Source: an optimization exercise on an open RTL-to-GDS flow (aim: small area and a short achievable clock period). Production flows keep margins and buffers that such runs may drop.
At most, simulation tests tie the RTL to the original design; equivalence was not proved.
The RTL of runs 1 and 2 was laid out without a check of its function.
Power is estimated from default activity; no workload was simulated.

==> flow/design.v <==
`default_nettype none
module rng_readout #(
    parameter  int DATA_W = 512,
    parameter  int SEG_W  = 8,
    parameter  int DEPTH  = 4,
    localparam int NSEG   = DATA_W / SEG_W,
    localparam int IW     = (NSEG > 1) ? $clog2(NSEG) : 1,
    localparam int CW     = $clog2(DEPTH + 1)
) (
    input  logic              clk,
    input  logic              rst_n,
    input  logic              in_valid,
    input  logic [DATA_W-1:0] in_data,
    input  logic              next_seg,
    input  logic              clear_ovf,
    output logic [SEG_W-1:0]  out_seg,
    output logic [IW-1:0]     seg_idx,
    output logic              word_avail,
    output logic [CW-1:0]     count,
    output logic              full,
    output logic              overflow
);
    logic              r_valid_q;
    logic [DEPTH:0]    r_cnt_oh;     
    logic [DEPTH-1:0]  r_wr_oh;      
    logic [DEPTH-1:0]  r_rd_oh;      
    logic [DEPTH-1:0]  r_rsel;       
    logic [NSEG-1:0]   r_seg_oh;     
    logic [DEPTH-1:0]  r_wfree;      
    logic [DEPTH-1:0]  r_wlast;      
    logic [DEPTH-1:0]  r_wen_lo;     
    logic [DATA_W-1:0] r_mem [DEPTH];
    logic [CW-1:0]     r_count;
    logic              r_full;
    logic              r_avail;
    logic              r_ovf;
    logic [IW-1:0]     r_seg_idx;
    logic [SEG_W-1:0]  r_out_seg;
    logic w_empty, w_isfull, w_last;
    logic w_capture, w_adv, w_pop, w_push, w_drop;
    logic [DEPTH:0]   w_cnt_nxt;
    logic [DEPTH-1:0] w_wr_nxt, w_rd_nxt;
    logic [NSEG-1:0]  w_seg_nxt;
    logic [SEG_W-1:0] w_sel;
    assign w_empty   = r_cnt_oh[0];
    assign w_isfull  = r_cnt_oh[DEPTH];
    assign w_last    = r_seg_oh[NSEG-1];
    assign w_capture = in_valid & ~r_valid_q;
    assign w_adv     = ~w_empty & next_seg;
    assign w_pop     = w_adv & w_last;
    assign w_push    = w_capture & (~w_isfull | w_pop);
    assign w_drop    = w_capture & w_isfull & ~w_pop;
    always_comb begin
        case ({w_push, w_pop})
            2'b10:   w_cnt_nxt = {r_cnt_oh[DEPTH-1:0], 1'b0};
            2'b01:   w_cnt_nxt = {1'b0, r_cnt_oh[DEPTH:1]};
            default: w_cnt_nxt = r_cnt_oh;
        endcase
    end
    assign w_wr_nxt  = w_push ? {r_wr_oh[DEPTH-2:0], r_wr_oh[DEPTH-1]} : r_wr_oh;
    assign w_rd_nxt  = w_pop  ? {r_rd_oh[DEPTH-2:0], r_rd_oh[DEPTH-1]} : r_rd_oh;
    assign w_seg_nxt = w_pop ? NSEG'(1)
                     : w_adv ? {r_seg_oh[NSEG-2:0], r_seg_oh[NSEG-1]}
                     : r_seg_oh;
    always_ff @(posedge clk or negedge rst_n) begin
        if (!rst_n) begin
            r_valid_q <= 1'b0;
            r_cnt_oh  <= (DEPTH+1)'(1);
            r_wr_oh   <= DEPTH'(1);
            r_rd_oh   <= DEPTH'(1);
            r_rsel    <= '0;
            r_seg_oh  <= NSEG'(1);
            r_wfree   <= DEPTH'(1);
            r_wlast   <= '0;
            r_wen_lo  <= DEPTH'(1);
        end else begin
            r_valid_q <= in_valid;
            r_cnt_oh  <= w_cnt_nxt;
            r_wr_oh   <= w_wr_nxt;
            r_rd_oh   <= w_rd_nxt;
            r_rsel    <= w_cnt_nxt[0] ? '0 : w_rd_nxt;
            r_seg_oh  <= w_seg_nxt;
            r_wfree   <= w_cnt_nxt[DEPTH] ? '0 : w_wr_nxt;
            r_wlast   <= (w_cnt_nxt[DEPTH] & w_seg_nxt[NSEG-1]) ? w_wr_nxt : '0;
            r_wen_lo  <= (~w_cnt_nxt[DEPTH] | w_seg_nxt[NSEG-1]) ? w_wr_nxt : '0;
        end
    end
    always_ff @(posedge clk or negedge rst_n) begin
        if (!rst_n) begin
            r_count   <= '0;
            r_full    <= 1'b0;
            r_avail   <= 1'b0;
            r_ovf     <= 1'b0;
            r_seg_idx <= '0;
            r_out_seg <= '0;
        end else begin
            r_count   <= CW'(w_cnt_nxt[1]) | CW'(2 * w_cnt_nxt[2]) | CW'(3 * w_cnt_nxt[3])
                       | CW'(4 * w_cnt_nxt[4]);
            r_full    <= w_cnt_nxt[DEPTH];
            r_avail   <= ~w_cnt_nxt[0];
            if (w_pop) begin
                r_seg_idx <= '0;
            end else if (w_adv) begin
                r_seg_idx <= r_seg_idx + IW'(1);
            end
            if (w_drop) begin
                r_ovf <= 1'b1;
            end else if (clear_ovf) begin
                r_ovf <= 1'b0;
            end
            r_out_seg <= w_sel;
        end
    end
    logic [DEPTH-1:0] w_wen_hi;
    assign w_wen_hi = r_wfree | (r_wlast & {DEPTH{next_seg}});
    generate
        for (genvar w = 0; w < DEPTH; w++) begin : g_slot
            always_ff @(posedge clk) begin
                if (r_wen_lo[w]) r_mem[w][DATA_W-SEG_W-1:0] <= in_data[DATA_W-SEG_W-1:0];
                if (w_wen_hi[w]) r_mem[w][DATA_W-1:DATA_W-SEG_W] <= in_data[DATA_W-1:DATA_W-SEG_W];
            end
        end
    endgenerate
    logic [SEG_W-1:0] w_word_sel [DEPTH];
    always_comb begin
        for (int w = 0; w < DEPTH; w++) begin
            w_word_sel[w] = '0;
            for (int s = 0; s < NSEG; s++)
                w_word_sel[w] = w_word_sel[w] | (r_mem[w][s*SEG_W +: SEG_W] & {SEG_W{r_seg_oh[s]}});
        end
        w_sel = '0;
        for (int w = 0; w < DEPTH; w++)
            w_sel = w_sel | (w_word_sel[w] & {SEG_W{r_rsel[w]}});
    end
    assign out_seg    = r_out_seg;
    assign seg_idx    = r_seg_idx;
    assign word_avail = r_avail;
    assign count      = r_count;
    assign full       = r_full;
    assign overflow   = r_ovf;
endmodule
`default_nettype wire
==> flow/run.sh <==
#!/bin/bash
# synth_recipe.tcl (not shown) runs the flow's synth.tcl, then flattens the netlist and writes it again
# the make line also repeats each setting of config.mk as NAME=value (left out here)
make -C /OpenROAD-flow-scripts/flow DESIGN_CONFIG=/design/flow/config.mk WORK_HOME=/design/flow/orfs CLKGATE_MAP_FILE= SYNTH_SCRIPT=/design/flow/synth_recipe.tcl finish
==> flow/config.mk <==
export PLATFORM = sky130hd
export DESIGN_NAME = rng_readout
export DESIGN_NICKNAME = rng_readout
export VERILOG_FILES = /design/flow/design.v
export SDC_FILE = /design/flow/constraint.sdc
export NUM_CORES = 4
export LEC_CHECK = 0
export CAP_MARGIN = 20
export CORE_MARGIN = 2
export CORE_UTILIZATION = 60
export SETUP_SLACK_MARGIN = 2.3
export SLEW_MARGIN = 20
==> flow/constraint.sdc <==
create_clock -name core_clock -period 5.0 [get_ports {clk}]
set_input_delay 1.0000 -clock core_clock [delete_from_list [all_inputs] [get_ports {clk}]]
set_output_delay 1.0000 -clock core_clock [all_outputs]
set_load 0.01 [all_outputs]
==> impl_metrics.json, run 1 <==
{
  "firstDrtPassIters": 6,
  "grt_pass1_wl_um": 303000,
  "switchingPower_uw": 10950,
  "outcome": "complete, no violations",
  "cts_made_buffers": 207,
  "port_buffers": 536,
  "ys_seq_elements": 2160,
  "fin_crit_ps": 3138,
  "p_leak_uw": 0.03002,
  "core_um2": 127800,
  "worstSetupEndpointType": "flop",
  "maxCapViolations": 0,
  "final_layout_size_suffix_gt1_share_pct": 15.04,
  "synthArstFlopShare_pct": 5.185,
  "syn_area_um2": 77400,
  "dpl.hpwl_um": 147800,
  "antenna_found_initial": 69,
  "fin_area_um2": 93680,
  "pin_count": 537,
  "clkPwrFrac_pct": 36.5,
  "internal_power_uw": 30760,
  "synth_cell_types": 32,
  "cts_hold_buf": 0,
  "synth.net_count": 4454,
  "vias": 42630,
  "finalCritPeriodShare_pct": 62.77,
  "hold-worst-slack_ps": 213.2,
  "synth_enable_flop_cells": 2048,
  "rsz0062_at_grt": "true",
  "ir_drop_uv": 429.4,
  "arrival_ps": 3840,
  "ant_nets": 0,
  "die_x_um": 363.2,
  "ys_warn_count": 3,
  "p_per_area_nw_per_um2": 445.2,
  "die_area_um2": 131900,
  "wl_met2_um": 104400,
  "swShare_pct": 26.26,
  "gr-total-overflow": 0,
  "path_max_fanout": 11,
  "cp-start-kind": "flop",
  "fmaxAchievable_mhz": 318.6,
  "initial_core_util_pct": 60.54,
  "h-tree-depth": 4,
  "hold_class": "input port to async pin",
  "drv_slew": 0,
  "critical_path_class": "flop to flop",
  "ys.flop_type": "edfxtp_1",
  "drt_iter0_drc": 5219,
  "cp_data_required_time_ps": 5700,
  "pwr-share-comb_pct": 15.2,
  "wl_per_cell_um": 34.19,
  "cts_tree": "built",
  "finalSetupTns_ps": 0,
  "gr-usage-all-layers_pct": 32.87,
  "num_rows": 131,
  "grt_max_degree": 133,
  "setup-violations-final": 0,
  "path_clk_slew_ps": 60,
  "vias_per_cell": 6.648,
  "finClkSkew_ps": 27.01,
  "layout.nets": 5058,
  "syn2layout_area_growth_pct": 21.04,
  "dieHeight_um": 363.2,
  "worst_pin_slew_ps": 1085,
  "hold_violations": 0,
  "wl_met1_um": 83840,
  "yosysSeqAreaShare_pct": 83.09,
  "pwr-share-seq_pct": 48.3,
  "cts_num_sinks": 2160,
  "clk_latency_ps": 830,
  "clockBufferDepth": 3,
  "final_common_cell": "edfxtp_1",
  "synthCells": 3934,
  "root_buffer": "clkbuf_16",
  "slew_headroom_pct": 27.68,
  "met3WireLength_um": 22840,
  "globalplace.congestion": 0.8912,
  "synth.avg_cell_area_um2": 19.67,
  "drc_errors": 0,
  "drt_wl_total_um": 219300,
  "grt_pass1_vias": 41720,
  "final_cell_mix": "edfxtp_1, clkdlybuf4s50_1, a22o_1",
  "placed_area_um2": 84320,
  "top_layer": "met5"
}
==> flip-flops by register name (all words and copies together) (netlist names) <==
name,cells
r_rd_oh,4
r_ovf,1
r_wlast,4
r_mem,2048
r_seg_oh,64
r_out_seg,8
r_wen_lo,4
r_rsel,4
r_count,3
r_seg_idx,6
r_wfree,4
r_wr_oh,4
r_avail,1
r_valid_q,1
r_cnt_oh,4
==> final cells by class <==
cell class	count	area (µm²)
clock inverter	103	860.8
multi-input combinational	1480	13570
timing repair buffer	679	6924
fill	7645	34170
tap	1662	2079
sequential	2160	64410
antenna	36	90.09
clock buffer	283	5708
inverter	10	37.54
==> Yosys cell counts (all sizes together), types with 6 or more instances <==
cell type  instances  share of area (%)
buf              101               0.99
a21o               6              0.058
or4               33               0.32
a221oi           512                5.8
inv               10              0.049
nand4            128                1.0
nand2b            66               0.53
nor2              13              0.063
o21ai             72               0.47
dfrtp            106                3.4
a22oi             19               0.18
clkbuf           183               0.89
edfxtp          2048                 79
a22o             512                5.8
a21oi              6              0.044
dfstp              6               0.20
nand2             88               0.43
==> layer usage <==
| layer | vias to the layer above | track usage [%] |
|---|---|---|
| li1 | 18150 | - |
| met5 | - | 0 |
| met2 | 2018 | 51.27 |
| met1 | 22010 | 44.62 |
| met4 | 58 | 11.55 |
| met3 | 403 | 9.840 |
==> metrics by stage <==
stage               power (µW)  utilization (%)  instances  setup WS, ps
global placement         26030            65.96       5944          1033
global route             42690            73.22       6385          1924
detailed placement       26060            65.96       5944          1046
floorplan                22800                -       3934         857.9
finish                   41710            73.28       6413          1862
CTS                      41470            72.53       6347          2037
==> worst paths after layout <==
check                      depth (start not counted)                     from                       end  slack [ps]
min reg2reg                                        2  r_seg_oh[7]$_DFFE_PN0P_   r_seg_oh[7]$_DFFE_PN0P_         490
max                                                7   r_seg_oh[63]$_DFF_PN0_    r_out_seg[3]$_DFF_PN0_        1860
min                                                1                    rst_n    r_seg_oh[63]$_DFF_PN0_         210
max reg2reg                                        7   r_seg_oh[63]$_DFF_PN0_    r_out_seg[3]$_DFF_PN0_        1860
min in group core_clock                            2  r_seg_oh[7]$_DFFE_PN0P_   r_seg_oh[7]$_DFFE_PN0P_         490
max in group asynchronous                          2                    rst_n  r_seg_oh[24]$_DFFE_PN0P_        3600
==> worst max-delay path, stage by stage, from the launching register on <==
cell	delay, ps
dfrtp_4	500
buf_12	160
a22o_1	210
a221oi_4	290
nand4_1	750
or4_4	790
a22oi_2	200
nand2_1	100
==> power by group through the flow <==
| stage | registers (µW) | clock network [µW] | logic (µW) |
|---|---|---|---|
| finish | 20200 | 15200 | 6340 |
| global route | 20200 | 16000 | 6480 |
| CTS | 20200 | 15300 | 5980 |
| detailed placement | 20600 | 0 | 5480 |
| global placement | 20600 | 0 | 5450 |
| floorplan | 20300 | 0 | 2480 |
==> logic make-up (layout without fill, tap and decap cells) <==
| family | Yosys count | count (layout) | synth area share, % |
|---|---|---|---|
| simple gates | 341 | 341 | 2.473 |
| compound gates | 1128 | 1128 | 12.35 |
| mux | 8 | 8 | 0.1099 |
| buf+inv | 294 | 1075 | 1.930 |
| other cells | 0 | 36 | 0 |
| flops | 2160 | 2160 | 83.09 |
| fa+ha+maj | 3 | 3 | 0.04850 |
==> timing repair <==
item                       CTS  global route
setup endpoints to repair   56            31
resized for setup          304            97
setup buffers               17            28
gates cloned                 0             2
pin swaps                   83            50
==> run 2: changes to the inputs <==
==> flow/flow/run.sh (new file) <==
#!/bin/bash
set -euo pipefail
export BUFFER_PORTS_ARGS="-buffer_cell sky130_fd_sc_hd__buf_1"
bash standard.sh finish > standard_flow.log 2>&1
==> flow/standard.sh (new file) <==
#!/bin/bash
# synth_recipe.tcl (not shown) runs the flow's synth.tcl, then flattens the netlist and writes it again
# the make line also repeats each setting of config.mk as NAME=value (left out here)
make -C /OpenROAD-flow-scripts/flow DESIGN_CONFIG=/design/flow/config.mk WORK_HOME=/design/flow/orfs CLKGATE_MAP_FILE= SYNTH_SCRIPT=/design/flow/synth_recipe.tcl "${@:-finish}"
removed: flow/run.sh
==> run 2 against run 1 <==
Net effect: still clean; worst hold slack worse by 15 ps; final area is 3.8% lower; via count up 1.3%; clock-buffer cell count fell by 15; register-to-register slack improved by 40 ps; setup slack better by 42 ps; sequential power is essentially flat; synthesized cell count stayed put; utilization is 2.8 points lower; highest routed layer unchanged.
==> impl_metrics.json, run 2 <==
{
  "grt_pass1_vias": 41410,
  "synth_top_cell_by_area": "edfxtp_1",
  "fin_area_um2": 90140,
  "ff2ff_setup_slack_ps": 1900,
  "grt_pass1_wl_um": 313700,
  "reg.largest.list": "r_mem (2048), r_seg_oh (64), r_out_seg (8)",
  "synthArstFlopShare_pct": 5.185,
  "syn2layout_area_growth_pct": 16.47,
  "synth_common_cells": "edfxtp_1, a221oi_1, a22o_1",
  "gr-total-overflow": 0,
  "largest_register_ffs": 2048,
  "num_rows": 131,
  "fin_crit_ps": 3096,
  "reg2reg_to": "r_out_seg[4]$_DFF_PN0_",
  "drc_errors": 0,
  "yosys-mux-area-fraction_pct": 0.1099,
  "cts_num_sinks": 2160,
  "synth_cell_types": 32,
  "antenna_found_initial": 100,
  "fin_ws_ps": 1904,
  "layout.nets": 5044,
  "core_um2": 127800,
  "synth.avg_cell_area_um2": 19.67,
  "clk_latency_ps": 820,
  "ir_drop_uv": 401.5,
  "synth_top_family_by_area": "compound AO/OA/AOI/OAI gates",
  "synth_compound_area_share_pct": 12.35,
  "cts_made_buffers": 206,
  "final_layout_size_suffix_gt1_share_pct": 13.96,
  "ys_warn_count": 3,
  "root_buffer": "clkbuf_16",
  "syn_area_um2": 77400,
  "globalplace.congestion": 0.9297,
  "port_buffers": 536,
  "cp-start-kind": "flop",
  "cts_hold_buf": 0,
  "synth.top_cell.area_share_pct": 79.46,
  "outcome": "complete, no violations",
  "final_cell_mix": "edfxtp_1, buf_1, a22o_1",
  "drt_wl_total_um": 227000,
  "clockBufferDepth": 3,
  "p_per_area_nw_per_um2": 461.1,
  "die_area_um2": 131900,
  "maxCapViolations": 0,
  "seqCellArea_um2": 64380,
  "synth-simple-area-share_pct": 2.473,
  "dpl.hpwl_um": 156400,
  "arrival_ps": 3790,
  "top_register": "r_mem",
  "synthAdderAreaFrac_pct": 0.04850,
  "pin_count": 537,
  "rr_worst_depth": 7,
  "cp_data_required_time_ps": 5690,
  "p_total_uw": 41570,
  "vias_per_cell": 6.733,
  "ant_nets": 0,
  "hold_class": "input port to async pin",
  "worstSetupEndpointType": "flop",
  "dp_slack_ps": 1325,
  "synth_xor_area_share_pct": 0,
  "firstDrtPassIters": 6,
  "setup-violations-final": 0,
  "finClkSkew_ps": 16.83,
  "final_common_cell": "edfxtp_1",
  "initial_core_util_pct": 60.54,
  "ys.flop_type": "edfxtp_1",
  "rsz0062_at_grt": "true",
  "hold_violations": 0,
  "synth.net_count": 4454,
  "path_clk_slew_ps": 60,
  "synth_enable_flop_cells": 2048,
  "finalSetupTns_ps": 0,
  "placed_area_um2": 81080,
  "dieHeight_um": 363.2,
  "finalCritPeriodShare_pct": 61.93,
  "path_max_fanout": 32,
  "p_leak_uw": 0.02843,
  "fillers": 8153,
  "gr-usage-all-layers_pct": 34.34,
  "wl_per_cell_um": 35.39,
  "vias": 43200,
  "multi_input_area_um2": 13360,
  "drv_slew": 0,
  "critical_path_class": "flop to flop",
  "yosys-top-cells-area": "edfxtp_1, a221oi_1, a22o_1, dfrtp_1, nand4_1",
  "grt_max_degree": 122,
  "reg2reg_from": "r_seg_oh[55]$_DFFE_PN0P_",
  "die_x_um": 363.2,
  "fmaxAchievable_mhz": 323.0,
  "slew_headroom_pct": 32.23,
  "drt_iter0_drc": 6000,
  "cts_tree": "built",
  "synthCells": 3934,
  "worst_pin_slew_ps": 1017,
  "ys_seq_elements": 2160,
  "h-tree-depth": 4,
  "yosysSeqAreaShare_pct": 83.09,
  "synth.most_common_cell": "edfxtp_1"
}
[run 2: per-stage QoR]
stage / utilization [%] / std cells / hold WS (ps)
final: 70.51 / 6416 / 198.1
after global routing: 70.43 / 6379 / 211.4
after CTS: 70.24 / 6357 / 158.3
after detailed placement: 63.42 / 5950 / 472.5
after global placement: 63.40 / 5949 / 465.0
after floorplan: - / 3934 / 485.9
[run 2: how the worst max path moves through the flow]
stage / startpoint / endpoint / slack (ps) / cells after the start
after floorplan: r_wen_lo[1]$_DFF_PN0_ / r_mem[1][0]$_DFFE_PP_ / 860 / 0
after global placement: r_seg_oh[63]$_DFF_PN0_ / r_out_seg[3]$_DFF_PN0_ / 1000 / 6
after detailed placement: r_seg_oh[16]$_DFFE_PN0P_ / r_out_seg[3]$_DFF_PN0_ / 1330 / 6
after CTS: r_seg_oh[63]$_DFF_PN0_ / r_out_seg[3]$_DFF_PN0_ / 2010 / 7
after global routing: r_seg_oh[9]$_DFFE_PN0P_ / r_out_seg[4]$_DFF_PN0_ / 1910 / 6
final: r_seg_oh[55]$_DFFE_PN0P_ / r_out_seg[4]$_DFF_PN0_ / 1900 / 7
[run 2: logic make-up after synthesis]
logic type,count (synthesis)
flops,2160
fa+ha+maj,3
buf+inv,294
compound gates,1128
simple gates,341
mux,8
[run 2: area by class of cell]
class                   instances  area share (%)
clock buffers                 268           6.127
well taps                    1662           2.307
multi-input cells            1480           14.82
flip-flops and latches       2160           71.42
diodes                         55          0.1527
clock inverters               115           1.228
repair buffers                666           3.898
inverters                      10         0.04164
[run 2: critical path: stages, from the launching register on]
cell,delay (ps)
dfrtp_1,410
buf_4,270
a22o_1,270
a221oi_1,200
nand4_1,760
or4_1,720
a22oi_1,200
nand2_1,100
[run 2: timing repair]
action / in CTS / in global routing
setup endpoints to repair: 21 / 22
hold endpoints to repair: 0 / 0
pin swaps: 109 / 18
buffers inserted: 24 / 4
gates resized for setup: 279 / 29
[run 2: where the power goes]
| part | internal [µW] | switching, µW | total [µW] |
|---|---|---|---|
| Combinational | 1830 | 4300 | 6130 |
| Sequential | 19900 | 270 | 20200 |
| Clock | 8760 | 6530 | 15300 |
[run 2: routing by layer]
layer	vias up	track usage, %	part of all wire, %
li1	18170	-	-
met1	22280	46.06	37
met2	2250	53.66	48
met3	424	9.933	11
met4	68	13.65	4.0
met5	-	0	0.20
==> run 3: changes to the inputs <==
--- a/flow/design.v
+++ b/flow/design.v
@@ -24,7 +24,7 @@
     logic [DEPTH:0]    r_cnt_oh;     
     logic [DEPTH-1:0]  r_wr_oh;      
     logic [DEPTH-1:0]  r_rd_oh;      
-    logic [DEPTH-1:0]  r_rsel;       
+    logic [DEPTH-1:0]  r_rsel_n;     
     logic [NSEG-1:0]   r_seg_oh;     
     logic [DEPTH-1:0]  r_wfree;      
     logic [DEPTH-1:0]  r_wlast;      
@@ -68,7 +68,7 @@
             r_cnt_oh  <= (DEPTH+1)'(1);
             r_wr_oh   <= DEPTH'(1);
             r_rd_oh   <= DEPTH'(1);
-            r_rsel    <= '0;
+            r_rsel_n  <= '1;
             r_seg_oh  <= NSEG'(1);
             r_wfree   <= DEPTH'(1);
             r_wlast   <= '0;
@@ -78,7 +78,7 @@
             r_cnt_oh  <= w_cnt_nxt;
             r_wr_oh   <= w_wr_nxt;
             r_rd_oh   <= w_rd_nxt;
-            r_rsel    <= w_cnt_nxt[0] ? '0 : w_rd_nxt;
+            r_rsel_n  <= w_cnt_nxt[0] ? '1 : ~w_rd_nxt;
             r_seg_oh  <= w_seg_nxt;
             r_wfree   <= w_cnt_nxt[DEPTH] ? '0 : w_wr_nxt;
             r_wlast   <= (w_cnt_nxt[DEPTH] & w_seg_nxt[NSEG-1]) ? w_wr_nxt : '0;
@@ -121,17 +121,38 @@
             end
         end
     endgenerate
-    logic [SEG_W-1:0] w_word_sel [DEPTH];
-    always_comb begin
-        for (int w = 0; w < DEPTH; w++) begin
-            w_word_sel[w] = '0;
-            for (int s = 0; s < NSEG; s++)
-                w_word_sel[w] = w_word_sel[w] | (r_mem[w][s*SEG_W +: SEG_W] & {SEG_W{r_seg_oh[s]}});
+    logic [SEG_W-1:0] w_hit_n [DEPTH];
+    generate
+        for (genvar w = 0; w < DEPTH; w++) begin : g_rw
+            for (genvar b = 0; b < SEG_W; b++) begin : g_rb
+                logic [NSEG/8-1:0] l2;
+                logic [NSEG/16-1:0] l3;
+                logic [NSEG/32-1:0] l4;
+                for (genvar q = 0; q < NSEG/8; q++) begin : g_l2
+                    logic [7:0] d;
+                    for (genvar k = 0; k < 8; k++) begin : g_d
+                        assign d[k] = r_mem[w][(8*q+k)*SEG_W + b];
+                    end
+                    rng_readout_ao8 u_c (.s(r_seg_oh[8*q +: 8]), .d(d), .y(l2[q]));
+                end
+                for (genvar r = 0; r < NSEG/16; r++) begin : g_l3
+                    rng_readout_nor2 u_c (.a(l2[2*r]), .b(l2[2*r+1]), .y(l3[r]));
+                end
+                for (genvar u = 0; u < NSEG/32; u++) begin : g_l4
+                    rng_readout_nand2 u_c (.a(l3[2*u]), .b(l3[2*u+1]), .y(l4[u]));
+                end
+                rng_readout_nor2 u_top (.a(l4[0]), .b(l4[1]), .y(w_hit_n[w][b]));
+            end
         end
-        w_sel = '0;
-        for (int w = 0; w < DEPTH; w++)
-            w_sel = w_sel | (w_word_sel[w] & {SEG_W{r_rsel[w]}});
-    end
+        for (genvar b = 0; b < SEG_W; b++) begin : g_ob
+            logic p01, p23;
+            rng_readout_oai22 u_a (.a0(r_rsel_n[0]), .b0(w_hit_n[0][b]),
+                                   .a1(r_rsel_n[1]), .b1(w_hit_n[1][b]), .y(p01));
+            rng_readout_oai22 u_b (.a0(r_rsel_n[2]), .b0(w_hit_n[2][b]),
+                                   .a1(r_rsel_n[3]), .b1(w_hit_n[3][b]), .y(p23));
+            assign w_sel[b] = p01 | p23;
+        end
+    endgenerate
     assign out_seg    = r_out_seg;
     assign seg_idx    = r_seg_idx;
     assign word_avail = r_avail;
@@ -140,3 +161,15 @@
     assign overflow   = r_ovf;
 endmodule
 `default_nettype wire
+module rng_readout_ao8 (input wire [7:0] s, input wire [7:0] d, output wire y);
+    assign y = |(s & d);
+endmodule
+module rng_readout_oai22 (input wire a0, b0, a1, b1, output wire y);
+    assign y = ~((a0 | b0) & (a1 | b1));
+endmodule
+module rng_readout_nand2 (input wire a, b, output wire y);
+    assign y = ~(a & b);
+endmodule
+module rng_readout_nor2 (input wire a, b, output wire y);
+    assign y = ~(a | b);
+endmodule
==> flow/run.sh (new file) <==
#!/bin/bash
# synth_recipe.tcl (not shown) runs the flow's synth.tcl, then flattens the netlist and writes it again
# the make line also repeats each setting of config.mk as NAME=value (left out here)
make -C /OpenROAD-flow-scripts/flow DESIGN_CONFIG=/design/flow/config.mk WORK_HOME=/design/flow/orfs CLKGATE_MAP_FILE= SYNTH_SCRIPT=/design/flow/synth_recipe.tcl finish
--- a/flow/config.mk
+++ b/flow/config.mk
@@ -10,3 +10,5 @@
 export CORE_UTILIZATION = 60
 export SETUP_SLACK_MARGIN = 2.3
 export SLEW_MARGIN = 20
+export SYNTH_HIERARCHICAL = 1
+export SYNTH_MINIMUM_KEEP_SIZE = 0
removed: flow/flow/run.sh
removed: flow/standard.sh
==> run 3 against run 2 <==
Net effect: still clean; sequential power increased by 39%; sequential share of layout area decreased by 0.87 points; maximum frequency increased by 16%; synthesized area decreased by 1.4%; combinational power increased by 48%; first-iteration DRC count decreased by 14%; critical endpoint is now out_seg[7]; largest cell class unchanged.
==> impl_metrics.json, run 3 <==
{
  "outcome": "complete, no violations",
  "cpPeakStageDelay_ps": 490,
  "cpMaxStageDelayCell": "dfrtp_1",
  "p_total_uw": 52010,
  "synth.top_cell.area_share_pct": 80.58,
  "core_um2": 125900,
  "synth_enable_flop_cells": 2048,
  "initial_core_util_pct": 60.63,
  "switchingPower_uw": 14900,
  "drt_wl_total_um": 198500,
  "drv_slew": 0,
  "grt_pass1_wl_um": 283900,
  "pwr-share-seq_pct": 53.7,
  "dpl.hpwl_um": 132600,
  "wl_per_cell_um": 29.79,
  "syn2layout_area_growth_pct": 19.51,
  "syn_area_um2": 76320,
  "root_buffer": "clkbuf_16",
  "dieHeight_um": 360.7,
  "grt_pass1_vias": 42370,
  "die_x_um": 360.7,
  "synth_common_cells": "edfxtp_1, a22oi_1, nand4_1",
  "rsz0062_at_grt": "false",
  "ant_nets": 0,
  "cts_num_sinks": 2160,
  "synth_cell_types": 40,
  "finalSetupTns_ps": 0,
  "synth_top_cell_by_area": "edfxtp_1",
  "h-tree-depth": 4,
  "ys_warn_count": 10,
  "vias": 42780,
  "worst_pin_slew_ps": 955.9,
  "finalCritPeriodShare_pct": 53.36,
  "setup-violations-final": 0,
  "clockBufferDepth": 3,
  "port_buffers": 536,
  "reg.largest.list": "r_mem (2048), r_seg_oh (64), r_out_seg (8)",
  "p_per_area_nw_per_um2": 570.2,
  "synthCells": 4004,
  "final_cell_mix": "edfxtp_1, a22oi_1, clkdlybuf4s50_1",
  "fin_crit_ps": 2668,
  "fillers": 7802,
  "drc_errors": 0,
  "synthArstFlopShare_pct": 5.185,
  "num_rows": 130,
  "worstSetupEndpointType": "output port",
  "path_cells": "clkdlybuf4s15_1",
  "synth.avg_cell_area_um2": 19.06,
  "slew_headroom_pct": 36.27,
  "hold_class": "input port to async pin",
  "final_layout_size_suffix_gt1_share_pct": 8.808,
  "clk_latency_ps": 820,
  "critical_path_class": "flop to output port",
  "gr-total-overflow": 0,
  "firstDrtPassIters": 6,
  "cts_made_buffers": 204,
  "cp-start-kind": "flop",
  "gr-usage-all-layers_pct": 30.37,
  "largest_register_ffs": 2048,
  "drt_iter0_drc": 5149,
  "final_common_cell": "edfxtp_1",
  "cp_top_family": "flip-flops",
  "top_register": "r_mem",
  "ys_seq_elements": 2160,
  "p_leak_uw": 0.02959,
  "clkPwrFrac_pct": 28.8,
  "cts_tree": "built",
  "die_area_um2": 130100,
  "hold_violations": 0,
  "globalplace.congestion": 0.8714,
  "swShare_pct": 28.64,
  "internal_power_uw": 37110,
  "post-place-cells": 6252,
  "synth.most_common_cell": "edfxtp_1",
  "vias_per_cell": 6.420,
  "ir_drop_uv": 482.2,
  "finClkSkew_ps": 25.47,
  "maxCapViolations": 0,
  "grt_max_degree": 129,
  "crit_buf_inv": 1,
  "arrival_ps": 1670,
  "yosysSeqAreaShare_pct": 84.26,
  "pin_count": 537,
  "path_max_fanout": 1,
  "antenna_found_initial": 83,
  "fmaxAchievable_mhz": 374.8,
  "path_clk_slew_ps": 60,
  "layout.nets": 5333,
  "ys.flop_type": "edfxtp_1",
  "yosys-top-cells-area": "edfxtp_1, a22oi_1, dfrtp_1, nand4_1, nor2_1",
  "fin_cells": 6663,
  "cp_data_required_time_ps": 4000,
  "synth.net_count": 4524,
  "pwr-share-comb_pct": 17.4
}
==> run 3: cell types whose count changed in the layout (fill, tap and decap cells not counted), sizes merged, moves of 16 or more <==
cell           before   now
diode              55    29
o22ai               1    17
clkdlybuf4s50       0   514
a22oi              19  1026
nand2              88   148
or4                33     1
buf               663    95
dlygate4sd2         0    16
a221oi            512     1
nor2               13   162
a22o              512     0
nand4             128   256
==> run 3: cell type report <==
type | count | area [µm²] | area share (%)
multi-input cells | 1805 | 11860 | 13.00
inverters | 12 | 45.04 | 0.04938
well taps | 1650 | 2064 | 2.263
repair buffers | 630 | 6304 | 6.910
clock inverters | 101 | 865.8 | 0.9492
flip-flops and latches | 2160 | 64360 | 70.55
diodes | 29 | 72.57 | 0.07956
clock buffers | 276 | 5653 | 6.197
==> run 3: modules after synthesis, one instance, submodules excluded <==
module,copies in the design,flip-flops and latches,cells
rng_readout,1,2160,2484
rng_readout_ao8,256,0,5
rng_readout_oai22,16,0,1
rng_readout_nand2,64,0,1
rng_readout_nor2,160,0,1
==> run 3: cells by family after synthesis <==
logic type	Yosys count	synth area share, %
AO/OA/AOI/OAI	1144	10.99
XOR/XNOR	1	0.01148
adder cells (fa/ha/maj)	3	0.04918
buffers and inverters	39	0.2328
flip-flops	2160	84.26
multiplexers	7	0.09999
AND/OR/NAND/NOR	650	4.352
==> run 3: worst paths after layout <==
check,endpoint,slack (ps),cells after the start,from
worst max-delay path,out_seg[7],2330,1,r_out_seg[7]$_DFF_PN0_
min in group core_clock,r_seg_oh[33]$_DFFE_PN0P_,490,2,r_seg_oh[33]$_DFFE_PN0P_
worst max register to register,r_out_seg[0]$_DFF_PN0_,2330,7,r_seg_oh[43]$_DFFE_PN0P_
worst min register to register,r_seg_oh[33]$_DFFE_PN0P_,490,2,r_seg_oh[33]$_DFFE_PN0P_
worst min-delay path,r_seg_idx[4]$_DFFE_PN0P_,190,1,rst_n
max in group asynchronous,r_seg_oh[12]$_DFFE_PN0P_,3510,2,rst_n
==> run 3: timing repair <==
action,in CTS,in global routing
resized for setup,30,19
endpoints found under the setup margin,22,31
setup buffers,4,1
hold buffers,0,0
==> run 3: metal layers <==
layer  track usage [%]  part of all wire (%)
met1             40.27                    38
met2             48.93                    49
met5                 0                  0.28
met4             10.81                   3.4
met3             8.270                   9.3
==> run 3: power by group through the flow <==
stage / clock, µW / combinational (µW) / sequential, µW
6_report: 15000 / 9070 / 28000
5_1_grt: 15900 / 9580 / 28400
4_1_cts: 15200 / 9050 / 28000
3_5_place_dp: 0 / 9010 / 28300
3_3_place_gp: 0 / 8890 / 28100
2_1_floorplan: 0 / 2550 / 30000
==> run 3: metrics by stage <==
stage	util [%]	setup slack [ps]	cell area, µm²	hold WS [ps]
2_1_floorplan	-	857.9	76340	489.9
3_3_place_gp	67.15	1540	84540	462.2
3_5_place_dp	67.15	1497	84540	476.5
4_1_cts	72.35	2198	91080	181.0
5_1_grt	72.44	2303	91190	224.7
6_report	72.46	2332	91220	188.7
==> run 4: changes to the inputs <==
==> flow/flow/run.sh (new file) <==
#!/bin/bash
set -euo pipefail
export BUFFER_PORTS_ARGS="-buffer_cell sky130_fd_sc_hd__buf_1"
bash standard.sh finish > standard_flow.log 2>&1
==> flow/standard.sh (new file) <==
#!/bin/bash
# synth_recipe.tcl (not shown) runs the flow's synth.tcl, then flattens the netlist and writes it again
# the make line also repeats each setting of config.mk as NAME=value (left out here)
make -C /OpenROAD-flow-scripts/flow DESIGN_CONFIG=/design/flow/config.mk WORK_HOME=/design/flow/orfs CLKGATE_MAP_FILE= SYNTH_SCRIPT=/design/flow/synth_recipe.tcl "${@:-finish}"
--- a/flow/config.mk
+++ b/flow/config.mk
@@ -8,6 +8,8 @@
 export CAP_MARGIN = 20
 export CORE_MARGIN = 2
 export CORE_UTILIZATION = 60
+export CTS_CLUSTER_DIAMETER = 100
+export CTS_CLUSTER_SIZE = 30
 export SETUP_SLACK_MARGIN = 2.3
 export SLEW_MARGIN = 20
 export SYNTH_HIERARCHICAL = 1
removed: flow/run.sh
==> run 4 against run 3 <==
Net effect: via count shrank 2.5%; critical path depth grew 7; routed wire length is essentially flat; combinational power shrank 3.0%; first-iteration DRC count shrank 0.29%; non-clock buffer count grew 3; largest power group unchanged; highest routed layer unchanged.
==> impl_metrics.json, run 4 <==
{
  "ys_seq_elements": 2160,
  "pin_count": 537,
  "final_layout_size_suffix_gt1_share_pct": 5.428,
  "slew_headroom_pct": 28.89,
  "h-tree-depth": 3,
  "fin_crit_ps": 2711,
  "reg2reg_from": "r_seg_oh[29]$_DFFE_PN0P_",
  "rr_worst_depth": 8,
  "yosysSeqAreaShare_pct": 84.26,
  "grt_max_degree": 143,
  "drv_slew": 0,
  "grt_pass1_wl_um": 282800,
  "dieHeight_um": 360.7,
  "layout.nets": 5213,
  "synth_xor_area_share_pct": 0.01148,
  "synthArstFlopShare_pct": 5.185,
  "synth-simple-area-share_pct": 4.352,
  "synth_top_cell_by_area": "edfxtp_1",
  "arrival_ps": 3310,
  "wl_per_cell_um": 30.79,
  "yosys-top-cells-area": "edfxtp_1, a22oi_1, dfrtp_1, nand4_1, nor2_1",
  "ant_nets": 0,
  "ys_warn_count": 10,
  "reg.largest.list": "r_mem (2048), r_seg_oh (64), r_out_seg (8)",
  "clk_latency_ps": 720,
  "finalCritPeriodShare_pct": 54.22,
  "finalSetupTns_ps": 0,
  "ff2ff_setup_slack_ps": 2290,
  "core_um2": 125900,
  "maxCapViolations": 0,
  "drc_errors": 0,
  "finClkSkew_ps": 31.21,
  "synth.net_count": 4524,
  "num_rows": 130,
  "synth_enable_flop_cells": 2048,
  "hold_class": "input port to flop",
  "critical_path_class": "flop to flop",
  "firstDrtPassIters": 6,
  "path_max_fanout": 21,
  "p_per_area_nw_per_um2": 537.9,
  "path_clk_slew_ps": 110,
  "reg2reg_to": "r_out_seg[1]$_DFF_PN0_",
  "ys.flop_type": "edfxtp_1",
  "synth.avg_cell_area_um2": 19.06,
  "cts_tree": "built",
  "rsz0062_at_grt": "true",
  "p_leak_uw": 0.02606,
  "synth_compound_area_share_pct": 10.99,
  "antenna_found_initial": 92,
  "root_buffer": "clkbuf_16",
  "outcome": "complete, no violations",
  "synth.most_common_cell": "edfxtp_1",
  "hold_violations": 0,
  "cts_num_sinks": 2160,
  "vias": 41720,
  "drt_iter0_drc": 5134,
  "cts_made_buffers": 81,
  "initial_core_util_pct": 60.63,
  "worstSetupEndpointType": "flop",
  "grt_pass1_vias": 40910,
  "fmaxAchievable_mhz": 368.9,
  "hp-start": "in_valid",
  "setup-violations-final": 0,
  "die_area_um2": 130100,
  "placed_area_um2": 81230,
  "cts_hold_buf": 0,
  "clockBufferDepth": 3,
  "synthAdderAreaFrac_pct": 0.04918,
  "die_x_um": 360.7,
  "vias_per_cell": 6.476,
  "synthCells": 4004,
  "port_buffers": 536,
  "crit_path_end": "r_out_seg[1]$_DFF_PN0_",
  "ir_drop_uv": 362.8,
  "globalplace.congestion": 0.8534,
  "fin_area_um2": 83870,
  "largest_register_ffs": 2048,
  "synth.top_cell.area_share_pct": 80.58,
  "yosys-mux-area-fraction_pct": 0.1000,
  "cp_data_required_time_ps": 5590,
  "synth_top_family_by_area": "compound AO/OA/AOI/OAI gates",
  "gr-total-overflow": 0,
  "syn2layout_area_growth_pct": 9.887,
  "cp-start-kind": "flop",
  "final_cell_mix": "edfxtp_1, a22oi_1, buf_1",
  "drt_wl_total_um": 198400,
  "dpl.hpwl_um": 136100,
  "synth_cell_types": 40,
  "syn_area_um2": 76320,
  "worst_pin_slew_ps": 1067,
  "gr-usage-all-layers_pct": 30.31,
  "startpoint": "r_seg_oh[29]$_DFFE_PN0P_",
  "top_register": "r_mem",
  "final_common_cell": "edfxtp_1",
  "synth_common_cells": "edfxtp_1, a22oi_1, nand4_1"
}
## run 4: cell types whose count changed in the layout (fill, tap and decap cells not counted), moves of 6 or more
cell,delta
diode_2,+10
dlygate4sd2_1,-16
dfrtp_1,+6
dfrtp_2,-6
nor2_1,-9
clkinv_1,-45
nor2_4,+10
bufinv_16,-15
clkdlybuf4s50_1,-514
clkinv_2,-31
clkbuf_16,-123
buf_1,+533
clkbuf_8,-15
## run 4: report_power, final
group	leakage [µW]	total [µW]	switching, µW	internal [µW]
sequential	0.0206	27900	1900	26000
clock	0.00114	8390	5090	3300
combinational	0.00431	8800	6690	2110
## run 4: worst min-delay path by stage
stage	end	cells after the start	slack, ps
after floorplan	r_rd_oh[0]$_DFF_PN1_	1	490
after global placement	r_seg_oh[40]$_DFFE_PN0P_	2	490
after detailed placement	r_seg_oh[40]$_DFFE_PN0P_	2	500
after CTS	r_valid_q$_DFF_PN0_	1	370
after global routing	r_valid_q$_DFF_PN0_	1	390
final	r_valid_q$_DFF_PN0_	1	410
## run 4: metrics by stage
step / setup slack, ps / total power (µW) / std cells / hold slack (ps) / utilization (%)
2_1_floorplan: 857.9 / 32600 / 4004 / 489.9 / -
3_3_place_gp: 1836 / 36800 / 6259 / 489.8 / 64.52
4_1_cts: 2219 / 45250 / 6402 / 372.4 / 66.47
6_report: 2289 / 45120 / 6442 / 413.1 / 66.62
5_1_grt: 2289 / 46850 / 6427 / 390.1 / 66.59
3_5_place_dp: 1847 / 37090 / 6259 / 501.8 / 64.52
## run 4: cells by family after synthesis
logic type,after synthesis
AND/OR/NAND/NOR,650
adder cells (fa/ha/maj),3
XOR/XNOR,1
multiplexers,7
flip-flops,2160
buffers and inverters,39
AO/OA/AOI/OAI,1144
## run 4: per-module statistics from Yosys (local to each module, per instance)
module,times used,cells,flip-flops and latches,cell area (µm²)
rng_readout_nor2,160,1,0,3.754
rng_readout,1,2484,2160,66090
rng_readout_oai22,16,1,0,6.256
rng_readout_ao8,256,5,0,36.28
rng_readout_nand2,64,1,0,3.754
## run 4: worst max-delay path, stage by stage, from the launching register on
cell and delay, ps:
dfrtp_1 580, buf_4 330, a22oi_1 250, nand4_1 210
nor2_1 550, nand2_1 120, nor2_1 140, o22ai_1 90
or2_2 290
## run 4: final cells by class
class | count | area [µm²]
fill | 8718 | 42030
inverter | 12 | 45.04
timing repair buffer | 633 | 2979
tap | 1650 | 2064
multi-input combinational | 1805 | 11940
sequential | 2160 | 64350
antenna | 39 | 97.59
clock buffer | 142 | 2384
clock inverter | 1 | 8.758
## run 4: routing by layer
metal / up-vias / GRT usage, % / share of wire [%]
li1: 18340 / - / -
met1: 21340 / 41.11 / 38
met2: 1643 / 49.72 / 49
met3: 311 / 7.087 / 9.4
met4: 86 / 8.705 / 2.7
met5: - / 0 / 0.27
## run 4: repair_timing
action,CTS,global route
endpoints found under the setup margin,8,23
cloned,0,0
setup buffers,0,1
pin swaps,0,2
resized for setup,25,23
==> run 5: changes to the inputs <==
--- a/flow/design.v
+++ b/flow/design.v
@@ -24,7 +24,7 @@
     logic [DEPTH:0]    r_cnt_oh;     
     logic [DEPTH-1:0]  r_wr_oh;      
     logic [DEPTH-1:0]  r_rd_oh;      
-    logic [DEPTH-1:0]  r_rsel_n;     
+    logic [DEPTH-1:0]  r_rsel;       
     logic [NSEG-1:0]   r_seg_oh;     
     logic [DEPTH-1:0]  r_wfree;      
     logic [DEPTH-1:0]  r_wlast;      
@@ -68,7 +68,7 @@
             r_cnt_oh  <= (DEPTH+1)'(1);
             r_wr_oh   <= DEPTH'(1);
             r_rd_oh   <= DEPTH'(1);
-            r_rsel_n  <= '1;
+            r_rsel    <= '0;
             r_seg_oh  <= NSEG'(1);
             r_wfree   <= DEPTH'(1);
             r_wlast   <= '0;
@@ -78,7 +78,7 @@
             r_cnt_oh  <= w_cnt_nxt;
             r_wr_oh   <= w_wr_nxt;
             r_rd_oh   <= w_rd_nxt;
-            r_rsel_n  <= w_cnt_nxt[0] ? '1 : ~w_rd_nxt;
+            r_rsel    <= w_cnt_nxt[0] ? '0 : w_rd_nxt;
             r_seg_oh  <= w_seg_nxt;
             r_wfree   <= w_cnt_nxt[DEPTH] ? '0 : w_wr_nxt;
             r_wlast   <= (w_cnt_nxt[DEPTH] & w_seg_nxt[NSEG-1]) ? w_wr_nxt : '0;
@@ -141,16 +141,12 @@
                 for (genvar u = 0; u < NSEG/32; u++) begin : g_l4
                     rng_readout_nand2 u_c (.a(l3[2*u]), .b(l3[2*u+1]), .y(l4[u]));
                 end
-                rng_readout_nor2 u_top (.a(l4[0]), .b(l4[1]), .y(w_hit_n[w][b]));
+                rng_readout_oai21 u_top (.a0(l4[0]), .a1(l4[1]), .b(r_rsel[w]), .y(w_hit_n[w][b]));
             end
         end
         for (genvar b = 0; b < SEG_W; b++) begin : g_ob
-            logic p01, p23;
-            rng_readout_oai22 u_a (.a0(r_rsel_n[0]), .b0(w_hit_n[0][b]),
-                                   .a1(r_rsel_n[1]), .b1(w_hit_n[1][b]), .y(p01));
-            rng_readout_oai22 u_b (.a0(r_rsel_n[2]), .b0(w_hit_n[2][b]),
-                                   .a1(r_rsel_n[3]), .b1(w_hit_n[3][b]), .y(p23));
-            assign w_sel[b] = p01 | p23;
+            rng_readout_nand4 u_c (.a(w_hit_n[0][b]), .b(w_hit_n[1][b]), .c(w_hit_n[2][b]),
+                                   .d(w_hit_n[3][b]), .y(w_sel[b]));
         end
     endgenerate
     assign out_seg    = r_out_seg;
@@ -164,8 +160,11 @@
 module rng_readout_ao8 (input wire [7:0] s, input wire [7:0] d, output wire y);
     assign y = |(s & d);
 endmodule
-module rng_readout_oai22 (input wire a0, b0, a1, b1, output wire y);
-    assign y = ~((a0 | b0) & (a1 | b1));
+module rng_readout_oai21 (input wire a0, a1, b, output wire y);
+    assign y = ~((a0 | a1) & b);
+endmodule
+module rng_readout_nand4 (input wire a, b, c, d, output wire y);
+    assign y = ~(a & b & c & d);
 endmodule
 module rng_readout_nand2 (input wire a, b, output wire y);
     assign y = ~(a & b);
--- a/flow/config.mk
+++ b/flow/config.mk
@@ -10,7 +10,7 @@
 export CORE_UTILIZATION = 60
 export CTS_CLUSTER_DIAMETER = 100
 export CTS_CLUSTER_SIZE = 30
-export SETUP_SLACK_MARGIN = 2.3
+export SETUP_SLACK_MARGIN = 2.7
 export SLEW_MARGIN = 20
 export SYNTH_HIERARCHICAL = 1
 export SYNTH_MINIMUM_KEEP_SIZE = 0
==> run 5 against run 4 <==
Net effect: utilization rose by 0.22 points; largest power group unchanged; still clean on timing, DRC and antenna; routed wire length decreased by 0.97%; flip-flop and latch count unchanged; cell count shrank 0.20%; setup slack improved by 320 ps; largest cell class unchanged.
==> impl_metrics.json, run 5 <==
{
  "outcome": "complete, no violations",
  "cpPeakStageDelay_ps": 520,
  "final_common_cell": "edfxtp_1",
  "arrival_ps": 1390,
  "setup-violations-final": 0,
  "dieHeight_um": 360.5,
  "num_rows": 130,
  "grt_max_degree": 118,
  "die_x_um": 360.5,
  "worstSetupEndpointType": "output port",
  "p_leak_uw": 0.02616,
  "p_per_area_nw_per_um2": 537.5,
  "critical_path_class": "flop to output port",
  "fin_crit_ps": 2394,
  "synth_enable_flop_cells": 2048,
  "synth_common_cells": "edfxtp_1, a22oi_1, nand4_1",
  "firstDrtPassIters": 6,
  "vias_per_cell": 6.528,
  "finClkSkew_ps": 33.90,
  "gr-total-overflow": 0,
  "fillers": 8644,
  "ant_nets": 0,
  "die_area_um2": 130000,
  "drv_slew": 0,
  "initial_core_util_pct": 60.57,
  "slew_headroom_pct": 36.11,
  "largest_register_ffs": 2048,
  "synthCells": 3989,
  "clk_latency_ps": 710,
  "cts_made_buffers": 81,
  "grt_pass1_wl_um": 279600,
  "finalSetupTns_ps": 0,
  "top_register": "r_mem",
  "final_cell_mix": "edfxtp_1, a22oi_1, buf_1",
  "hold-worst-slack_ps": 339.5,
  "synthArstFlopShare_pct": 5.185,
  "syn_area_um2": 76260,
  "clockBufferDepth": 3,
  "hold_class": "input port to async pin",
  "pin_count": 537,
  "core_um2": 125900,
  "ys_seq_elements": 2160,
  "synth.most_common_cell": "edfxtp_1",
  "path_clk_slew_ps": 110,
  "path_max_fanout": 1,
  "ys.flop_type": "edfxtp_1",
  "globalplace.congestion": 0.8702,
  "antenna_found_initial": 75,
  "cpMaxStageDelayCell": "dfrtp_2",
  "drt_iter0_drc": 5489,
  "reg2reg_from": "r_seg_oh[6]$_DFFE_PN0P_",
  "yosysSeqAreaShare_pct": 84.33,
  "fmaxAchievable_mhz": 417.7,
  "cts_num_sinks": 2160,
  "yosys-top-cells-area": "edfxtp_1, a22oi_1, dfrtp_1, nand4_1, nand2_1",
  "synth.avg_cell_area_um2": 19.12,
  "cp_data_required_time_ps": 4000,
  "hold_violations": 0,
  "wl_per_cell_um": 30.56,
  "synth_cell_types": 39,
  "ir_drop_uv": 465.6,
  "rsz0062_at_grt": "true",
  "synth_top_cell_by_area": "edfxtp_1",
  "port_buffers": 536,
  "syn2layout_area_growth_pct": 10.35,
  "reg.largest.list": "r_mem (2048), r_seg_oh (64), r_out_seg (8)",
  "gr-usage-all-layers_pct": 29.91,
  "path_cells": "buf_6",
  "startpoint": "r_out_seg[5]$_DFF_PN0_",
  "layout.nets": 5221,
  "synth.net_count": 4509,
  "drc_errors": 0,
  "cts_tree": "built",
  "synth.top_cell.area_share_pct": 80.65,
  "vias": 41970,
  "ys_warn_count": 10,
  "crit_buf_inv": 1,
  "final_layout_size_suffix_gt1_share_pct": 6.776,
  "drt_wl_total_um": 196500,
  "cts_hold_buf": 0,
  "cp-start-kind": "flop",
  "h-tree-depth": 3,
  "cp_top_family": "flip-flops",
  "finalCritPeriodShare_pct": 47.88,
  "grt_pass1_vias": 40550,
  "worst_pin_slew_ps": 958.4,
  "maxCapViolations": 0,
  "dpl.hpwl_um": 132200,
  "root_buffer": "clkbuf_16"
}
run 5: Yosys stat by module (local to each module, per instance):
| module | cells inside | times used |
|---|---|---|
| rng_readout_oai21 | 1 | 32 |
| rng_readout_ao8 | 5 | 256 |
| rng_readout_nor2 | 1 | 128 |
| rng_readout | 2477 | 1 |
| rng_readout_nand4 | 1 | 8 |
| rng_readout_nand2 | 1 | 64 |
run 5: where the power goes:
part | switching [µW] | internal (µW) | total, µW
Combinational | 7030 | 2220 | 9250
Sequential | 1760 | 26000 | 27800
Clock | 5020 | 3170 | 8200
run 5: what timing repair did:
action                                 4_1_cts  5_1_grt
setup endpoints to repair                  104       70
resized for setup                           95       52
setup buffers                               13       15
endpoints found under the hold margin        0        0
cloned                                       0        1
pin swaps                                    4       10
run 5: logic make-up (layout without fill, tap and decap cells):
kind of cell	count (synthesis)	in the layout	share of synthesized area, %
muxes	7	7	0.1001
xor gates and xnor gates	1	1	0.01149
and+or+nand+nor	619	620	4.204
AOI/OAI and AO/OA	1160	1160	11.08
adders and majority gates	3	3	0.04923
other	0	42	0
DFF	2160	2160	84.33
buffers and inverters	39	786	0.2248
run 5: final cells by class:
type                    instances  area (µm²)  area share [%]
diodes                         42       105.1          0.1249
multi-input cells            1791       11940           14.19
inverters                      12       45.04         0.05353
clock buffers                 117        2247           2.670
clock inverters                 2       17.52         0.02082
repair buffers                655        3343           3.973
well taps                    1650        2064           2.453
flip-flops and latches       2160       64390           76.51
run 5: final timing paths:
kind / to / slack, ps / cells after the start
worst min register to register: r_seg_oh[58]$_DFFE_PN0P_ / 490 / 2
worst min-delay path: r_seg_oh[5]$_DFFE_PN0P_ / 340 / 1
max in group asynchronous: r_wen_lo[0]$_DFF_PN1_ / 3780 / 2
worst max-delay path: out_seg[5] / 2610 / 1
worst max register to register: r_out_seg[6]$_DFF_PN0_ / 2710 / 6
min in group core_clock: r_valid_q$_DFF_PN0_ / 410 / 1
run 5: metal layers:
layer	part of all wire, %	track usage, %
met1	40	42.89
met4	2.6	7.999
met2	47	46.59
met5	0.22	0
met3	9.9	7.418
run 5: metrics by stage:
step           setup slack [ps]  cells  utilization [%]  power (µW)  cell area (µm²)
2_1_floorplan             857.9   3989                -       32560            76270
3_3_place_gp               1814   6239            64.43       36690            81120
3_5_place_dp               1780   6239            64.43       37040            81120
4_1_cts                    2565   6371            66.54       45190            83780
5_1_grt                    2563   6412            66.81       46950            84110
6_report                   2606   6429            66.84       45230            84150
==> run 6: changes to the inputs <==
--- a/flow/design.v
+++ b/flow/design.v
@@ -59,7 +59,7 @@
     end
     assign w_wr_nxt  = w_push ? {r_wr_oh[DEPTH-2:0], r_wr_oh[DEPTH-1]} : r_wr_oh;
     assign w_rd_nxt  = w_pop  ? {r_rd_oh[DEPTH-2:0], r_rd_oh[DEPTH-1]} : r_rd_oh;
-    assign w_seg_nxt = w_pop ? NSEG'(1)
+    assign w_seg_nxt = (w_empty | w_pop) ? NSEG'(1)
                      : w_adv ? {r_seg_oh[NSEG-2:0], r_seg_oh[NSEG-1]}
                      : r_seg_oh;
     always_ff @(posedge clk or negedge rst_n) begin
@@ -69,7 +69,6 @@
             r_wr_oh   <= DEPTH'(1);
             r_rd_oh   <= DEPTH'(1);
             r_rsel    <= '0;
-            r_seg_oh  <= NSEG'(1);
             r_wfree   <= DEPTH'(1);
             r_wlast   <= '0;
             r_wen_lo  <= DEPTH'(1);
@@ -79,11 +78,13 @@
             r_wr_oh   <= w_wr_nxt;
             r_rd_oh   <= w_rd_nxt;
             r_rsel    <= w_cnt_nxt[0] ? '0 : w_rd_nxt;
-            r_seg_oh  <= w_seg_nxt;
             r_wfree   <= w_cnt_nxt[DEPTH] ? '0 : w_wr_nxt;
             r_wlast   <= (w_cnt_nxt[DEPTH] & w_seg_nxt[NSEG-1]) ? w_wr_nxt : '0;
             r_wen_lo  <= (~w_cnt_nxt[DEPTH] | w_seg_nxt[NSEG-1]) ? w_wr_nxt : '0;
         end
+    end
+    always_ff @(posedge clk) begin
+        r_seg_oh <= w_seg_nxt;
     end
     always_ff @(posedge clk or negedge rst_n) begin
         if (!rst_n) begin
--- a/flow/config.mk
+++ b/flow/config.mk
@@ -7,10 +7,10 @@
 export LEC_CHECK = 0
 export CAP_MARGIN = 20
 export CORE_MARGIN = 2
-export CORE_UTILIZATION = 60
+export CORE_UTILIZATION = 70
 export CTS_CLUSTER_DIAMETER = 100
 export CTS_CLUSTER_SIZE = 30
-export SETUP_SLACK_MARGIN = 2.7
+export SETUP_SLACK_MARGIN = 2.8
 export SLEW_MARGIN = 20
 export SYNTH_HIERARCHICAL = 1
 export SYNTH_MINIMUM_KEEP_SIZE = 0
==> run 6 against run 5 <==
Net effect: still clean on timing, DRC and antenna; global-route usage is 3.3 points higher; utilization is 11 points higher; critical path depth stayed put; total power is 37% lower; critical path type unchanged; critical endpoint is now out_seg[7].
==> impl_metrics.json, run 6 <==
{
  "synth_cell_types": 38,
  "port_buffers": 536,
  "yosysSeqAreaShare_pct": 84.49,
  "initial_core_util_pct": 70.65,
  "rr_worst_depth": 7,
  "synth.avg_cell_area_um2": 18.96,
  "p_total_uw": 28450,
  "cts_tree": "built",
  "crit_buf_inv": 1,
  "gr-usage-all-layers_pct": 33.21,
  "reg.largest.list": "r_mem (2048), r_seg_oh (64), r_out_seg (8)",
  "ant_nets": 0,
  "finalSetupTns_ps": 0,
  "reg2reg_to": "r_out_seg[0]$_DFF_PN0_",
  "ys_warn_count": 10,
  "critical_path_class": "flop to output port",
  "post-place-cells": 5993,
  "yosys-top-cells-area": "edfxtp_1, a22oi_1, nand4_1, dfxtp_1, dfrtp_1",
  "dpl.hpwl_um": 123800,
  "root_buffer": "clkbuf_16",
  "gr-total-overflow": 0,
  "syn_area_um2": 75740,
  "synthCells": 3994,
  "die_area_um2": 110800,
  "path_clk_slew_ps": 120,
  "pin_count": 537,
  "final_common_cell": "edfxtp_1",
  "dieHeight_um": 332.9,
  "ys_seq_elements": 2160,
  "final_layout_size_suffix_gt1_share_pct": 5.254,
  "drv_slew": 0,
  "grt_pass1_wl_um": 266900,
  "outcome": "complete, no violations",
  "path_cells": "buf_6",
  "synth_enable_flop_cells": 2048,
  "reg2reg_from": "r_seg_oh[56]$_SDFFE_PP0N_",
  "final_cell_mix": "edfxtp_1, a22oi_1, buf_1",
  "synth_top_cell_by_area": "edfxtp_1",
  "maxCapViolations": 0,
  "slew_headroom_pct": 42.24,
  "rsz0062_at_grt": "true",
  "synth.net_count": 4512,
  "ir_drop_uv": 357.9,
  "worst_pin_slew_ps": 866.5,
  "cts_made_buffers": 81,
  "finClkSkew_ps": 40.94,
  "hold_class": "input port to async pin",
  "cp-start-kind": "flop",
  "p_leak_uw": 0.02509,
  "layout.nets": 5207,
  "drt_wl_total_um": 185100,
  "top_register": "r_mem",
  "fin_cells": 6197,
  "cts_hold_buf": 0,
  "die_x_um": 332.9,
  "synth.most_common_cell": "edfxtp_1",
  "synth.top_cell.area_share_pct": 81.20,
  "clk_latency_ps": 720,
  "h-tree-depth": 3,
  "grt_pass1_vias": 40730,
  "cpPeakStageDelay_ps": 510,
  "firstDrtPassIters": 6,
  "num_rows": 120,
  "ff2ff_setup_slack_ps": 2810,
  "drt_iter0_drc": 5942,
  "fillers": 6100,
  "syn2layout_area_growth_pct": 9.696,
  "ys.flop_type": "edfxtp_1",
  "worstSetupEndpointType": "output port",
  "core_um2": 107200,
  "cts_num_sinks": 2160,
  "largest_register_ffs": 2048,
  "synth_common_cells": "edfxtp_1, a22oi_1, nand4_1",
  "fmaxAchievable_mhz": 420.0,
  "globalplace.congestion": 0.8892,
  "wl_per_cell_um": 29.88,
  "cpMaxStageDelayCell": "dfrtp_2",
  "vias_per_cell": 6.837,
  "p_per_area_nw_per_um2": 342.5,
  "path_max_fanout": 1,
  "finalCritPeriodShare_pct": 47.62,
  "drc_errors": 0,
  "hold_violations": 0,
  "cp_data_required_time_ps": 4000,
  "vias": 42370,
  "arrival_ps": 1380,
  "antenna_found_initial": 94,
  "synthArstFlopShare_pct": 2.222,
  "clockBufferDepth": 3,
  "grt_max_degree": 124,
  "fin_crit_ps": 2381,
  "setup-violations-final": 0,
  "cp_top_family": "flip-flops"
}
run 6: cell count changes in the layout (fill, tap and decap cells not counted), sizes merged, moves of 5 or more:
cell / delta
nand2: +68
dfxtp: +64
dfrtp: -63
o21ai: -63
a21oi: +62
nand2b: -61
buf: -20
clkbuf: +16
nor2: +14
diode: +13
inv: -5
mux2: -5
run 6: area by class of cell:
class | count | area, µm² | area share, %
tap | 1403 | 1755 | 2.113
multi-input combinational | 1802 | 11640 | 14.01
sequential | 2160 | 64030 | 77.07
clock inverter | 2 | 17.52 | 0.02108
timing repair buffer | 637 | 3174 | 3.821
antenna | 55 | 137.6 | 0.1657
inverter | 7 | 26.28 | 0.03163
clock buffer | 131 | 2300 | 2.768
run 6: how the worst max path moves through the flow:
stage | slack [ps] | startpoint | cells after the start | to
5_1_grt | 2580 | r_out_seg[1]$_DFF_PN0_ | 1 | out_seg[1]
3_5_place_dp | 1930 | next_seg | 5 | r_seg_oh[50]$_SDFFE_PP0N_
2_1_floorplan | 860 | r_wen_lo[1]$_DFF_PN0_ | 0 | r_mem[1][0]$_DFFE_PP_
6_report | 2620 | r_out_seg[7]$_DFF_PN0_ | 1 | out_seg[7]
4_1_cts | 2600 | r_out_seg[7]$_DFF_PN0_ | 1 | out_seg[7]
3_3_place_gp | 1970 | next_seg | 5 | r_seg_oh[8]$_SDFFE_PP0N_
run 6: modules after synthesis (local to each module, per instance):
module / copies in the design / cells
rng_readout_nand4: 8 / 1
rng_readout_oai21: 32 / 1
rng_readout_ao8: 256 / 5
rng_readout: 1 / 2482
rng_readout_nor2: 128 / 1
rng_readout_nand2: 64 / 1
run 6: kinds of logic (layout without fill, tap and decap cells):
family | count (synthesis) | after routing | share of synthesized area (%)
compound gates | 1149 | 1149 | 11.05
xor+xnor | 2 | 2 | 0.02313
fa+ha+maj | 1 | 1 | 0.01652
buf+inv | 34 | 777 | 0.2148
flops | 2160 | 2160 | 84.49
mux | 5 | 5 | 0.06609
other cells | 0 | 55 | 0
simple gates | 643 | 645 | 4.137
run 6: repair_timing:
item | in CTS | in global routing
setup buffers | 8 | 6
resized for setup | 39 | 25
cloned | 2 | 0
pin swaps | 0 | 2
endpoints found under the setup margin | 207 | 164
run 6: worst register-to-register path, stage by stage (launching register included):
cell and delay [ps]:
dfxtp_1 460, buf_6 270, a22oi_1 290, nand4_1 240
nor2_1 260, nand2_1 200, o21ai_1 220, nand4_1 120
run 6: power by group:
| part | internal (µW) | switching (µW) | leakage [µW] |
|---|---|---|---|
| Combinational | 180 | 337 | 0.00448 |
| Sequential | 19800 | 21.6 | 0.0195 |
| Clock | 3210 | 4930 | 0.00111 |
run 6: stage by stage:
step | cell area [µm²] | worst slack, ps | hold slack [ps] | util, %
after global placement | 80290 | 1973 | 445.6 | 74.90
after CTS | 82820 | 2598 | 372.7 | 77.25
final | 83080 | 2619 | 399.3 | 77.50
after floorplan | 75750 | 857.9 | 457.4 | -
after global routing | 83030 | 2583 | 409.5 | 77.45
after detailed placement | 80290 | 1930 | 456.0 | 74.90
run 6: per-layer routing:
metal	global-route usage (%)	part of all wire, %
met3	8.699	12
met1	48.15	38
met4	10.98	3.4
met5	0	0.25
met2	50.40	47

[what the ideal ports hide]
Ports are ideal in the flow. The routed layouts listed here were re-timed in OpenROAD.
Step 1, drivers: a clkbuf_16 drives clk and a buf_2 each remaining input, both assumed.
Step 2 moves the port delays by t, midway between the first and last clock arrival at a register: inputs arrive t later, outputs are due t later. That takes back most of the time a late clock gives input paths.
a / b / c = ideal ports / drivers / drivers and shift; a / b = the first two.
run | t (ns) | setup WS [ns] | worst register clock-pin slew, ns
run 1 | 0.897 | 1.862 / 1.862 / 1.776 | 0.07 / 0.07
run 2 | 0.901 | 1.904 / 1.904 / 1.721 | 0.07 / 0.07
run 3 | 0.890 | 2.332 / 2.246 / 1.786 | 0.07 / 0.07
run 4 | 0.785 | 2.289 / 2.286 / 1.807 | 0.12 / 0.12
run 5 | 0.776 | 2.606 / 2.528 / 2.049 | 0.12 / 0.12
run 6 | 0.774 | 2.619 / 2.545 / 2.236 | 0.12 / 0.12
After both steps setup and hold are still met in every run listed. The setup slack of run 5, which loses most, moves by -0.078 ns with the drivers and by -0.557 ns with both steps.
